Background: an optimization exercise with open tools, aiming at small area, a short achievable clock period and few clock cycles per item. Do not read the settings as production practice. At most, simulation tests tie the RTL to the original design; equivalence was not proved. Power is estimated from default activity; no workload was simulated.

==> inputs of job 5124 <==
Design fp_mult_pipe, start of the top module:
module fp_mult_pipe #(
    parameter int EXP_W = 8,
    parameter int MAN_W = 23
) (
    input  logic                   clk,
    input  logic                   rst_n,
    input  logic                   in_valid,
    output logic                   in_ready,
    input  logic [EXP_W+MAN_W:0]   a,
    input  logic [EXP_W+MAN_W:0]   b,
    output logic                   out_valid,
    input  logic                   out_ready,
    output logic [EXP_W+MAN_W:0]   product,
    output logic [4:0]             flags
);
Settings: LEC_CHECK=0, ABC_AREA=1, CAP_MARGIN=20, CORE_MARGIN=2, CORE_UTILIZATION=48, CTS_BUF_LIST=sky130_fd_sc_hd__clkbuf_4 sky130_fd_sc_hd__clkbuf_8, SETUP_SLACK_MARGIN=5, SLEW_MARGIN=20; clock period 12.0 ns.
standard.sh (not shown) runs the stock make flow with config.mk's settings and CLKGATE_MAP_FILE= SYNTH_SCRIPT=/design/flow/synth_recipe.tcl, a recipe that flattens the netlist after the stock synthesis.
==> flow/flow/run.sh <==
#!/bin/bash
# Standard ORFS layout through standard.sh, with three changes to how it is made:
#  - Yosys's quick ABC pass inside "synth" is skipped (SYNTH_ARGS=-noabc), so the
#    full-adder extraction sees the RTL's adder expressions directly; the final
#    ABC mapping, register mapping and naming are unchanged.
#  - ports are buffered with buf_2 cells instead of the delay cells buffer_ports
#    picks on its own (still one buffer on every input and output port);
#  - timing repair aims past the standard flow's slack target (SETUP_SLACK_MARGIN), which
#    shortens the achieved period. The SDC and clock period are the standard flow's.
# Each tool's full output goes to standard_flow.log and ORFS's own logs/.
set -euo pipefail
cd "$(dirname "$0")/.."
MARGIN=$(cat flow/margin.txt 2>/dev/null || echo 6.5)
bash standard.sh SYNTH_ARGS=-noabc SETUP_SLACK_MARGIN=$MARGIN "BUFFER_PORTS_ARGS=-buffer_cell sky130_fd_sc_hd__buf_2" finish > standard_flow.log 2>&1
==> flow/flow/margin.txt <==
6.0
==> job 6684: changes against job 5124 <==
--- a/flow/config.mk
+++ b/flow/config.mk
@@ -10,5 +10,5 @@
 export CORE_MARGIN = 2
-export CORE_UTILIZATION = 48
-export CTS_BUF_LIST = sky130_fd_sc_hd__clkbuf_4 sky130_fd_sc_hd__clkbuf_8
+export CORE_UTILIZATION = 40
 export SETUP_SLACK_MARGIN = 5
 export SLEW_MARGIN = 20
+export TNS_END_PERCENT = 0
==> comparison <==
Synthesized cell count is the same in job 6684 and job 5124.
Global-route usage: job 6684 is lower than job 5124 (5.3 points).
In flip-flop and latch count, job 5124 and job 6684 do not differ.
In count of clock-buffer cells in the layout, job 5124 and job 6684 do not differ.
Between job 5124 and job 6684, the lower wire length is in job 5124 (gap 1.6%, measured against job 6684).
Between job 5124 and job 6684, the lower clock power is in job 5124 (gap 28%, measured against job 6684).
==> figures <==
metric	job 6684	job 5124
IR drop worst, VDD	0.206 mV	0.180 mV
Met2 wire length	25700 µm	25300 µm
FF-to-FF setup slack	10.21 ns	10.17 ns
Non-clock buffer share	5.00%	4.76%
Crit path largest cell delay	0.55 ns	0.53 ns
Met3 Wirelength	5760 µm	5900 µm
Final critical delay including setup and external delays	6.05 ns	5.97 ns
Slew at the pin closest to its max-slew limit	0.933 ns	0.896 ns
Via count	16300	16300
End-of-flow core utilization	44.9%	53.0%
Critical path capture point	cut_r[19]	cut_r[1]
Worst hold-check slack	0.684 ns	0.739 ns
Status	finished clean	finished clean
Testbench counts of job 5124, summed over its fixed seeds: cycles 8,008, items 8,000.
Testbench counts of job 6684, summed over its fixed seeds: cycles 8,008, items 8,000.

---

==> v13 <==
Another version of the RTL of fp_mult_pipe (not shown whole).
Settings: LEC_CHECK=0, ABC_AREA=1, CAP_MARGIN=20, CORE_MARGIN=2, CORE_UTILIZATION=40, SETUP_SLACK_MARGIN=5, SLEW_MARGIN=20, TNS_END_PERCENT=0; clock period 12.0 ns.
Scripts as last shown in full above: flow/flow/run.sh, flow/flow/margin.txt
==> inputs of v1, as changes to v13 <==
--- a/flow/config.mk
+++ b/flow/config.mk
@@ -8,7 +8,7 @@
 export ABC_AREA = 1
 export CAP_MARGIN = 20
 export CORE_MARGIN = 2
-export CORE_UTILIZATION = 40
+export CORE_UTILIZATION = 55
 export SETUP_SLACK_MARGIN = 5
 export SLEW_MARGIN = 20
 export TNS_END_PERCENT = 0
==> inputs of v14, as changes to v13 <==
--- a/flow/config.mk
+++ b/flow/config.mk
@@ -8,7 +8,7 @@
 export ABC_AREA = 1
 export CAP_MARGIN = 20
 export CORE_MARGIN = 2
-export CORE_UTILIZATION = 40
+export CORE_UTILIZATION = 48
 export SETUP_SLACK_MARGIN = 5
 export SLEW_MARGIN = 20
 export TNS_END_PERCENT = 0
==> inputs of v5, as changes to v13 <==
==> flow/flow/margin.txt (replaced) <==
5.75
==> notes.md <==
- Sequential cell count is the same in v1 and v13.
- Against v14, the final cell count of v13 is higher by 3.5%.
- Combinational power: v1 is larger than v5 (about 3%).
- Synthesized cell count is the same in v5 and v14.
- Between v5 and v1, the lower core utilization is in v5 (gap 19 points).
- In synthesized area, v14 and v13 do not differ.
- The lowest global-route usage belongs to v5, the highest to v1.
Testbench counts of v13, summed over its fixed seeds: cycles 8,008, items 8,000.
Testbench counts of v1, summed over its fixed seeds: cycles 8,008, items 8,000.
Testbench counts of v14, summed over its fixed seeds: cycles 8,008, items 8,000.
Testbench counts of v5, summed over its fixed seeds: cycles 8,008, items 8,000.

---

==> build 6: inputs <==
fp_mult_pipe, a different RTL version from the one above (not shown whole).
==> flow/config.mk <==
export PLATFORM = sky130hd
export DESIGN_NAME = fp_mult_pipe
export DESIGN_NICKNAME = fp_mult_pipe
export VERILOG_FILES = /design/flow/design.v
export SDC_FILE = /design/flow/constraint.sdc
export NUM_CORES = 4
export LEC_CHECK = 0
export ABC_AREA = 1
export CAP_MARGIN = 20
export CORE_MARGIN = 2
export CORE_UTILIZATION = 40
export SETUP_SLACK_MARGIN = 5
export SLEW_MARGIN = 20
export TNS_END_PERCENT = 0
==> flow/constraint.sdc <==
create_clock -name core_clock -period 12.0 [get_ports {clk}]
set_input_delay 2.4000 -clock core_clock [delete_from_list [all_inputs] [get_ports {clk}]]
set_output_delay 2.4000 -clock core_clock [all_outputs]
set_load 0.01 [all_outputs]
==> flow/flow/run.sh <==
#!/bin/bash
# Standard ORFS layout through standard.sh, with two changes to how it is made:
#  - Yosys's quick ABC pass inside "synth" is skipped (SYNTH_ARGS=-noabc), so the
#    full-adder extraction sees the RTL's adder expressions directly; the final
#    ABC mapping, register mapping and naming are unchanged.
#  - timing repair aims past the standard flow's slack target (SETUP_SLACK_MARGIN), which
#    shortens the achieved period. The SDC and clock period are the standard flow's.
# Each tool's full output goes to standard_flow.log and ORFS's own logs/.
set -euo pipefail
cd "$(dirname "$0")/.."
MARGIN=$(cat flow/margin.txt 2>/dev/null || echo 6.5)
bash standard.sh SYNTH_ARGS=-noabc SETUP_SLACK_MARGIN=$MARGIN finish > standard_flow.log 2>&1
==> flow/flow/margin.txt <==
5.5
==> build 14 (differences from build 6) <==
--- a/flow/design.v
+++ b/flow/design.v
@@ -47,15 +47,15 @@
     end
     logic [24:0] yb;
     logic [11:0] one, two, neg;
     assign yb = {mb, 1'b0};
     always_comb begin
         for (int i = 0; i < 12; i++) begin
             one[i] = yb[2*i+1] ^ yb[2*i];
-            two[i] = (yb[2*i+2] & ~yb[2*i+1] & ~yb[2*i]) | (~yb[2*i+2] & yb[2*i+1] & yb[2*i]);
+            two[i] = ~(yb[2*i+1] ^ yb[2*i]) & (yb[2*i+2] ^ yb[2*i+1]);
             neg[i] = yb[2*i+2];
         end
     end
     wire [24:0] pp0 = (({25{one[0]}} & {1'b0, ma}) | ({25{two[0]}} & {ma, 1'b0})) ^ {25{neg[0]}};
     wire [24:0] pp1 = (({25{one[1]}} & {1'b0, ma}) | ({25{two[1]}} & {ma, 1'b0})) ^ {25{neg[1]}};
     wire [24:0] pp2 = (({25{one[2]}} & {1'b0, ma}) | ({25{two[2]}} & {ma, 1'b0})) ^ {25{neg[2]}};
     wire [24:0] pp3 = (({25{one[3]}} & {1'b0, ma}) | ({25{two[3]}} & {ma, 1'b0})) ^ {25{neg[3]}};
==> flow/flow/run.sh (replaced) <==
#!/bin/bash
# Standard ORFS layout through standard.sh, with three changes to how it is made:
#  - Yosys's quick ABC pass inside "synth" is skipped (SYNTH_ARGS=-noabc), so the
#    full-adder extraction sees the RTL's adder expressions directly; the final
#    ABC mapping, register mapping and naming are unchanged.
#  - ports are buffered with buf_2 cells instead of the delay cells buffer_ports
#    picks on its own (still one buffer on every input and output port);
#  - timing repair aims past the standard flow's slack target (SETUP_SLACK_MARGIN), which
#    shortens the achieved period. The SDC and clock period are the standard flow's.
# Each tool's full output goes to standard_flow.log and ORFS's own logs/.
set -euo pipefail
cd "$(dirname "$0")/.."
MARGIN=$(cat flow/margin.txt 2>/dev/null || echo 6.5)
bash standard.sh SYNTH_ARGS=-noabc SETUP_SLACK_MARGIN=$MARGIN "BUFFER_PORTS_ARGS=-buffer_cell sky130_fd_sc_hd__buf_2" finish > standard_flow.log 2>&1
==> flow/flow/margin.txt (replaced) <==
6.0
==> reports/metrics.yaml <==
pg_comb_mw: 5.25
status: "no timing/DRC/antenna violations"
placed_cells: 2758
synth_xor_area_frac: 0.1413
dpl_cell_area_sq_um: 20100
floorplan.initialDensity: 0.4038
area_delta_synth_final_pct: 11.41
synth_top_area_share: 0.2770
[end of results for build 6]
==> reports/metrics.yaml <==
floorplan.initialDensity: 0.4041
dpl_cell_area_sq_um: 19710
area_delta_synth_final_pct: 13.71
powerSeq_mw: 0.788
synth_top_area_share: 0.2762
core_region_area_sq_um: 46460
pg_comb_mw: 5.88
synth_xor_area_frac: 0.1507
status: "no timing/DRC/antenna violations"
[end of results for build 14]
Testbench counts of build 6, summed over its fixed seeds: cycles 8,008, items 8,000.
No functional check of the RTL was part of build 14.

[afterwards: timing with drivers on the ports]
In the flow no input, the clock included, has a driving cell. The finished layouts below were timed again as built, in two steps. Step 1 assumes that a clkbuf_16 drives the clock port and a buf_2 every other input. Step 2, shift: input delay + t, output delay - t, t = (earliest + latest rising clock arrival at the registers) / 2. This alone moves slack from input paths to output paths. a / b / c = ideal ports / drivers / drivers and shift; a / b = the first two.
run | shift t [ns] | setup slack, ns | hold WS [ns] | cell pins on the clock port's net
job 5124 | 0.459 | 6.031 / 6.035 / 5.576 | 0.739 / 0.739 / 0.739 | 1
job 6684 | 0.415 | 5.949 / 5.981 / 5.566 | 0.684 / 0.684 / 0.684 | 1
v13 | 0.419 | 5.986 / 6.017 / 5.597 | 1.031 / 1.031 / 1.031 | 1
v1 | 0.425 | 5.957 / 5.995 / 5.570 | 0.832 / 0.832 / 0.832 | 1
v14 | 0.421 | 5.987 / 6.010 / 5.589 | 0.821 / 0.821 / 0.821 | 1
v5 | 0.418 | 5.761 / 5.791 / 5.372 | 1.025 / 1.025 / 1.025 | 1
build 6 | 0.420 | 5.318 / 5.347 / 4.926 | 0.824 / 0.824 / 0.824 | 1
build 14 | 0.432 | 5.876 / 5.829 / 5.426 | 0.993 / 0.993 / 0.993 | 1
After both steps setup and hold are still met in every run listed. The setup slack of job 5124, which loses most, moves by +0.004 ns with the drivers and by -0.455 ns with both steps.
